This design comes from an exercise in tuning for small area and a short achievable clock period on the open sky130 flow, not from production work.
The RTL was checked by simulation tests, not by an equivalence proof against the original design.
No activity file was given, so power comes from the tool's default toggle rates.

## intl_top
module intl_top #(
    parameter int sym_w  = intl_pkg::SYM_W,
    parameter int addr_w = intl_pkg::ADDR_W,
    parameter int stride = intl_pkg::STRIDE
) (
    input  wire                 clk,
    input  wire                 n_rst,
    input  wire  [sym_w-1:0]    wdata,
    input  wire  [addr_w-1:0]   waddr,
    input  wire                 wen,
    input  wire  [addr_w-1:0]   pb_len,
    input  wire                 start,
    output logic [sym_w-1:0]    rdata0,
    output logic [sym_w-1:0]    rdata1,
    output logic [sym_w-1:0]    rdata2,
    output logic [sym_w-1:0]    rdata3,
    output logic                dout_vld
);
For scale: roughly 2500 cells after synthesis, ~1200 flip-flops.
clock: 10.0 ns
lec_check: 0
cap_margin: 20
core_margin: 2
core_utilization: 65
cts_cluster_diameter: 150
cts_cluster_size: 28
slew_margin: 20
standard.sh (not shown) runs the stock make flow with config.mk's settings and CLKGATE_MAP_FILE= SYNTH_SCRIPT=/design/flow/synth_recipe.tcl, a recipe that flattens the netlist after the stock synthesis.
==> flow/flow/run.sh <==
#!/bin/bash
# Standard ORFS layout, with repair_timing asked for extra setup slack so that
# the achieved period (not only the 10 ns constraint) is optimised, and the
# ports buffered with a fast buffer. Each step's log stays in orfs/logs.
set -euo pipefail
MARGIN=7.0
bash standard.sh SETUP_SLACK_MARGIN=$MARGIN TNS_END_PERCENT=20 \
    "BUFFER_PORTS_ARGS=-buffer_cell sky130_fd_sc_hd__buf_4" finish > standard.log 2>&1
Rerun with:
Settings changed: CORE_UTILIZATION 65 to 55.
Effect: Worst hold slack stays flat. Clock power is about the same. Worst setup slack loses 0.012 ns. Global-route usage goes down by 5.0 points. First-iteration DRC count goes down by about 6%. Cell count goes up by 5.7%.

========
## run 1
intl_top, a different RTL version from the one above (not shown whole).
clock: 10.0 ns
lec_check: 0
cap_margin: 20
core_margin: 2
core_utilization: 30
slew_margin: 20
run.sh (not shown) runs the stock make flow with config.mk's settings and CLKGATE_MAP_FILE= SYNTH_SCRIPT=/design/flow/synth_recipe.tcl, a recipe that flattens the netlist after the stock synthesis.
Stock flow here: none of the scripts above is used.
Input-level comparison between run 2 and run 1:
- CTS_CLUSTER_DIAMETER: unset -> 150
- CORE_UTILIZATION: 30 -> 55
- CTS_CLUSTER_SIZE: unset -> 28
==> summary.txt <==
Wire: run 2 routes less than run 1
Post-cts gate resize count came out exactly the same in run 1 and run 2.
Final critical path time including I/O delays and setup delta for run 2 relative to run 1: 0.066 ns higher
Run 2 ended with less non-clock buffer instance count of the final layout than run 1.
--- input diff run 2..run 3 ---
==> flow/flow/run.sh (new file) <==
#!/bin/bash
# Standard ORFS layout, with repair_timing asked for extra setup slack so that
# the achieved period (not only the 10 ns constraint) is optimised, and the
# ports buffered with a fast buffer. Each step's log stays in orfs/logs.
set -euo pipefail
MARGIN=7.0
bash standard.sh SETUP_SLACK_MARGIN=$MARGIN TNS_END_PERCENT=20 \
    "BUFFER_PORTS_ARGS=-buffer_cell sky130_fd_sc_hd__buf_4" finish > standard.log 2>&1
==> flow/standard.sh (new file) <==
#!/bin/bash
# synth_recipe.tcl (not shown) runs the flow's synth.tcl, then flattens the netlist and writes it again
# the make line also repeats each setting of config.mk as NAME=value (left out here)
make -C /OpenROAD-flow-scripts/flow DESIGN_CONFIG=/design/flow/config.mk WORK_HOME=/design/flow/orfs CLKGATE_MAP_FILE= SYNTH_SCRIPT=/design/flow/synth_recipe.tcl "${@:-finish}"
removed: flow/run.sh
### Flow results
Power after layout essentially unchanged between run 3 and run 2. Delta(combinational power, run 3 - run 2) > 0. Looking at final critical-path share of the clock period, run 3 sits below run 2. Summary: with run 2 as the reference, iteration-0 DRC count of the detailed router in run 3 moved up by more than 10%. First-pass GRT wire length: run 3 vs run 2, no meaningful difference. Diff run 3..run 2 | total via count after detailed routing | negligible.
#### Input delta (run 4 over run 3)
- CTS_CLUSTER_DIAMETER removed (was 150)
- CORE_UTILIZATION changed from 55 to 30
- CTS_BUF_LIST newly set to sky130_fd_sc_hd__clkbuf_8
- CTS_CLUSTER_SIZE changed from 28 to 30
==> flow/run.sh (new file) <==
#!/bin/bash
# synth_recipe.tcl (not shown) runs the flow's synth.tcl, then flattens the netlist and writes it again
# the make line also repeats each setting of config.mk as NAME=value (left out here)
make -C /OpenROAD-flow-scripts/flow DESIGN_CONFIG=/design/flow/config.mk WORK_HOME=/design/flow/orfs CLKGATE_MAP_FILE= SYNTH_SCRIPT=/design/flow/synth_recipe.tcl finish
removed: flow/flow/run.sh
removed: flow/standard.sh
==> comparison <==
Run 4 reached the end of the flow, and the finished layout is clean on the timing, DRC and antenna checks. Run 3 → run 4: met1 global-route usage dropped 22 points, combinational cell fraction of total power decreased by 0.5 points relative to the old numbers, post-route cell area now sits higher. Run comparison: run 4 endpoint of the most critical setup path rdata2[0]; run 3 endpoint of the most critical setup path rdata3[1]. Transition time of the tightest slew-check pin: run 4 vs run 3 down 0.010 ns. A highest-delay cell along the critical path of dfxtp_4 is what run 3 shows, while clkdlybuf4s50_1 belongs to run 4. Antenna diode instance count: run 4 vs run 3 down 1. Clock network latency to the later pin of the worst-skew pair: higher on run 4. The lower sequential portion of the cell area of run 4 and run 3 is in run 4. Run 4 contains more vias than run 3.

## separate check: timing with driven ports
In the flow no input, the clock included, has a driving cell. The finished layouts below were timed again as built, in two steps.
Step 1 assumes that a clkbuf_16 drives the clock port and a buf_2 every other input.
Step 2, shift: input delay + t, output delay - t, t = (earliest + latest rising clock arrival at the registers) / 2. This alone moves slack from input paths to output paths.
Three values: no drivers, after step 1, after step 2; two values: the first two.
run	t, ns	setup WS [ns]	clock arrival spread, ns	worst slew at a driven data input, ns
the first run of note 1	0.704	6.849 / 6.782 / 6.556	0.032 / 0.032	0.04
the second run of note 1	0.704	6.837 / 6.770 / 6.505	0.033 / 0.032	0.05
run 1	0.748	6.214 / 6.144 / 6.050	0.036 / 0.037	0.06
run 2	0.699	6.148 / 6.082 / 5.986	0.034 / 0.034	0.04
run 3	0.706	6.828 / 6.764 / 6.370	0.030 / 0.029	0.05
run 4	0.905	6.027 / 5.962 / 6.035	0.035 / 0.035	0.05
After both steps every run listed still meets setup and hold. The setup slack of run 3, which loses most, moves by -0.064 ns with the drivers and by -0.458 ns with both steps.
